This design comes from an exercise in tuning for small area, a short achievable clock period and few clock cycles per item on the open sky130 flow, not from production work.

==> flow/design.v <==
module cordic_pipe #(
  parameter int W         = 16,
  parameter int AW        = 16,
  parameter int ITER      = 12,
  parameter int GAIN_COMP = 1,
  parameter int IPS       = 1,    
  parameter int GSPLIT    = 1,    
  parameter int SKID      = 0     
) (
  input  logic          clk,
  input  logic          rst,
  input  logic          in_valid,
  output logic          in_ready,
  input  logic          in_mode,
  input  logic [W-1:0]  in_x,
  input  logic [W-1:0]  in_y,
  input  logic [AW-1:0] in_z,
  output logic          out_valid,
  input  logic          out_ready,
  output logic          out_mode,
  output logic [W-1:0]  out_x,
  output logic [W-1:0]  out_y,
  output logic [AW-1:0] out_z
);
  localparam int XW = W + 2;
  localparam int BW = XW - 5;   
  localparam int NS = ITER / IPS;
  localparam logic signed [AW-1:0] Z90  = AW'(9000);
  localparam logic signed [AW-1:0] Z180 = AW'(18000);
  function automatic logic [AW-1:0] atan_cdeg(input int i);
    case (i)
      0:  atan_cdeg = 4500;
      1:  atan_cdeg = 2657;
      2:  atan_cdeg = 1404;
      3:  atan_cdeg = 713;
      4:  atan_cdeg = 358;
      5:  atan_cdeg = 179;
      6:  atan_cdeg = 90;
      7:  atan_cdeg = 45;
      8:  atan_cdeg = 22;
      9:  atan_cdeg = 11;
      10: atan_cdeg = 6;
      11: atan_cdeg = 3;
      12: atan_cdeg = 1;
      13: atan_cdeg = 1;
      default: atan_cdeg = 0;
    endcase
  endfunction
  function automatic logic [XW-1:0] addsub(input logic [XW-1:0] a, input logic [XW-1:0] b,
                                           input logic sub);
    logic [XW:0] s;
    s = {a, 1'b1} + {b ^ {XW{sub}}, sub};
    addsub = s[XW:1];
  endfunction
  localparam int NV = 2 + NS + (GSPLIT == 1 ? 2 : 1);   
  logic          en;              
  logic          o_v, s_v, rdy;   
  logic [NV-1:0] vld;
  assign out_valid = o_v;
  always_ff @(posedge clk or posedge rst) begin
    if (rst) vld <= '0;
    else if (en) vld <= {vld[NV-2:0], in_valid};
  end
  logic signed [AW-1:0] zi;
  logic                 r_hi, r_lo, vfold, n_fold, n_kp, n_kn, n_d0;
  assign zi     = in_z;
  assign r_hi   = zi > Z90;             
  assign r_lo   = zi < -Z90;            
  assign vfold  = in_x[W-1];            
  assign n_fold = in_mode ? vfold : (r_hi || r_lo);
  assign n_kp   = in_mode ? (vfold && !in_y[W-1]) : r_lo;
  assign n_kn   = in_mode ? (vfold && in_y[W-1]) : r_hi;
  assign n_d0   = in_mode ? (vfold ? ($signed(in_y) > 0) : in_y[W-1])
                          : (r_hi ? (zi >= Z180) : r_lo ? (zi >= -Z180) : !zi[AW-1]);
  logic          i_mode, i_fold, i_kp, i_kn, i_d0;
  logic [W-1:0]  i_x, i_y;
  logic [AW-1:0] i_zm;
  always_ff @(posedge clk) begin
    if (en) begin
      i_mode <= in_mode;
      i_x    <= in_x;
      i_y    <= in_y;
      i_zm   <= in_mode ? '0 : in_z;
      i_fold <= n_fold;
      i_kp   <= n_kp;
      i_kn   <= n_kn;
      i_d0   <= n_d0;
    end
  end
  logic signed [XW-1:0] ext_x, ext_y, px_n, py_n;
  logic signed [AW-1:0] pz_n;
  assign ext_x = {{2{i_x[W-1]}}, i_x};
  assign ext_y = {{2{i_y[W-1]}}, i_y};
  assign px_n  = i_fold ? -ext_x : ext_x;
  assign py_n  = i_fold ? -ext_y : ext_y;
  assign pz_n  = i_zm + (i_kp ? Z180 : i_kn ? -Z180 : AW'(0));
  logic [NS:0]           s_mode, s_dx, s_dy, s_dz;
  logic [NS:0][XW-1:0]   s_x, s_y;
  logic [NS:0][AW-1:0]   s_z;
  always_ff @(posedge clk) begin
    if (en) begin
      s_mode[0] <= i_mode;
      s_x[0]    <= px_n;
      s_y[0]    <= py_n;
      s_z[0]    <= pz_n;
      s_dx[0]   <= i_d0;
      s_dy[0]   <= i_d0;
      s_dz[0]   <= i_d0;
    end
  end
  localparam int NC = NS * (IPS + 1);
  logic [NC-1:0][XW-1:0] cx, cy;
  logic [NC-1:0][AW-1:0] cz;
  logic [NC-1:0]         cdx, cdy, cdz;
  for (genvar k = 0; k < NS; k++) begin : g_stage
    localparam int B = k * (IPS + 1);
    assign cx[B+0]  = s_x[k];
    assign cy[B+0]  = s_y[k];
    assign cz[B+0]  = s_z[k];
    assign cdx[B+0] = s_dx[k];
    assign cdy[B+0] = s_dy[k];
    assign cdz[B+0] = s_dz[k];
    for (genvar j = 0; j < IPS; j++) begin : g_rot
      localparam int I = k * IPS + j;
      localparam logic [AW-1:0] ANG = atan_cdeg(I);
      logic signed [XW-1:0] xs, ys;
      assign xs        = $signed(cx[B+j]) >>> I;
      assign ys        = $signed(cy[B+j]) >>> I;
      assign cx[B+j+1]   = addsub(cx[B+j], ys, cdx[B+j]);
      assign cy[B+j+1]   = addsub(cy[B+j], xs, !cdy[B+j]);
      assign cz[B+j+1]   = cz[B+j] + (cdz[B+j] ? -ANG : ANG);
      assign cdx[B+j+1]  = s_mode[k] ? cy[B+j+1][XW-1] : !cz[B+j+1][AW-1];
      assign cdy[B+j+1]  = cdx[B+j+1];
      assign cdz[B+j+1]  = cdx[B+j+1];
    end
    always_ff @(posedge clk) begin
      if (en) begin
        s_mode[k+1] <= s_mode[k];
        s_x[k+1]    <= cx[B+IPS];
        s_y[k+1]    <= cy[B+IPS];
        s_z[k+1]    <= cz[B+IPS];
        s_dx[k+1]   <= cdx[B+IPS];
        s_dy[k+1]   <= cdy[B+IPS];
        s_dz[k+1]   <= cdz[B+IPS];
      end
    end
  end
  logic signed [XW-1:0] l_x, l_y, g_x, g_y;
  logic          g_mode;
  logic [AW-1:0] g_z;
  assign l_x = s_x[NS];
  assign l_y = s_y[NS];
  if (GSPLIT == 1) begin : g_gain2
    logic signed [XW-1:0] ga_x, ga_y;
    logic signed [BW-1:0] gb_x, gb_y;
    logic          ga_mode;
    logic [AW-1:0] ga_z;
    always_ff @(posedge clk) begin
      if (en) begin
        ga_mode <= s_mode[NS];
        ga_z    <= s_z[NS];
        ga_x    <= (l_x >>> 1) + (l_x >>> 3);
        ga_y    <= (l_y >>> 1) + (l_y >>> 3);
        gb_x    <= BW'(l_x >>> 6) + BW'(l_x >>> 9);
        gb_y    <= BW'(l_y >>> 6) + BW'(l_y >>> 9);
        g_mode  <= ga_mode;
        g_z     <= ga_z;
        g_x     <= ga_x - XW'(gb_x);
        g_y     <= ga_y - XW'(gb_y);
      end
    end
  end else if (GSPLIT == 2) begin : g_gainh
    logic signed [XW-1:0] ga_x, ga_y;
    logic signed [BW-1:0] gb_x, gb_y;
    always_ff @(posedge clk) begin
      if (en) begin
        g_mode <= s_mode[NS];
        g_z    <= s_z[NS];
        ga_x   <= (l_x >>> 1) + (l_x >>> 3);
        ga_y   <= (l_y >>> 1) + (l_y >>> 3);
        gb_x   <= BW'(l_x >>> 6) + BW'(l_x >>> 9);
        gb_y   <= BW'(l_y >>> 6) + BW'(l_y >>> 9);
      end
    end
    assign g_x = ga_x - XW'(gb_x);
    assign g_y = ga_y - XW'(gb_y);
  end else begin : g_gain1
    always_ff @(posedge clk) begin
      if (en) begin
        g_mode <= s_mode[NS];
        g_z    <= s_z[NS];
        g_x    <= (l_x >>> 1) + (l_x >>> 3) - (l_x >>> 6) - (l_x >>> 9);
        g_y    <= (l_y >>> 1) + (l_y >>> 3) - (l_y >>> 6) - (l_y >>> 9);
      end
    end
  end
  function automatic logic [W-1:0] sat(input logic signed [XW-1:0] v);
    if (v[XW-1:W-1] != {(XW-W+1){v[XW-1]}}) sat = {v[XW-1], {(W-1){!v[XW-1]}}};
    else                                    sat = v[W-1:0];
  endfunction
  logic [3*W:0] res, skid;
  assign res = GAIN_COMP != 0 ? {g_mode, sat(g_x), sat(g_y), g_z}
                              : {s_mode[NS], sat(l_x), sat(l_y), s_z[NS]};
  if (SKID != 0) begin : g_skid
    logic push, o_v_n, s_v_n;
    assign en       = !s_v;
    assign in_ready = rdy;
    assign push     = en && vld[NV-1];
    assign o_v_n    = s_v || push || (o_v && !out_ready);
    assign s_v_n    = s_v ? !out_ready : (push && o_v && !out_ready);
    always_ff @(posedge clk or posedge rst) begin
      if (rst) begin
        o_v <= 1'b0;
        s_v <= 1'b0;
        rdy <= 1'b1;
      end else begin
        o_v <= o_v_n;
        s_v <= s_v_n;
        rdy <= !s_v_n;
      end
    end
    always_ff @(posedge clk) begin
      if (!s_v) skid <= res;
      if (!o_v || out_ready) {out_mode, out_x, out_y, out_z} <= s_v ? skid : res;
    end
  end else begin : g_noskid
    assign en       = !o_v || out_ready;
    assign in_ready = en;
    assign s_v      = 1'b0;
    assign rdy      = 1'b1;
    assign skid     = '0;
    always_ff @(posedge clk or posedge rst) begin
      if (rst) o_v <= 1'b0;
      else if (en) o_v <= vld[NV-1];
    end
    always_ff @(posedge clk) begin
      if (en) {out_mode, out_x, out_y, out_z} <= res;
    end
  end
endmodule
clock: 4.4 ns
lec_check: 0
cap_margin: 20
core_margin: 2
core_utilization: 40
setup_slack_margin: 1.2
slew_margin: 20
run.sh (not shown) runs the stock make flow with config.mk's settings and CLKGATE_MAP_FILE= SYNTH_SCRIPT=/design/flow/synth_recipe.tcl, a recipe that flattens the netlist after the stock synthesis.
The starting point completed without violations.
==> next run, changes <==
SETUP_SLACK_MARGIN = 1.6   (was 1.2)
- routed wire length grows by 16%
- synthesized area is unchanged
- cell area increases by 15%
- worst hold slack gets worse by 0.020 ns
- first-iteration DRC count increases by 1.1%
- final cell count grows by 7.4%
- global-route usage rose by 1.8 points
- non-clock buffer count rises by 586
- critical path depth rose by 3
No run of this note included a check of the RTL's function; only the layout flow was run.

-- what the ideal ports hide --
In the flow no input, the clock included, has a driving cell. The finished layouts below were timed again as built, in two steps. Step 1, drivers: a clkbuf_16 drives clk and a buf_2 each remaining input, both assumed. Step 2, shift: input delay + t, output delay - t, t = (earliest + latest rising clock arrival at the registers) / 2. This alone moves slack from input paths to output paths. Three values: ideal, step 1, step 2; two values: the first two.
run	shift t [ns]	setup WS [ns]	worst data-port slew with drivers (ns)	pins driven straight from the clock port
the first run	0.785	1.223 / 1.223 / 0.991	0.06	1
the second run	0.810	1.203 / 1.203 / 0.935	0.04	1
After both steps setup and hold are still met in every run listed. For the second run, which loses most, drivers alone change the setup slack by 0.000 ns; drivers and shift together by -0.268 ns.
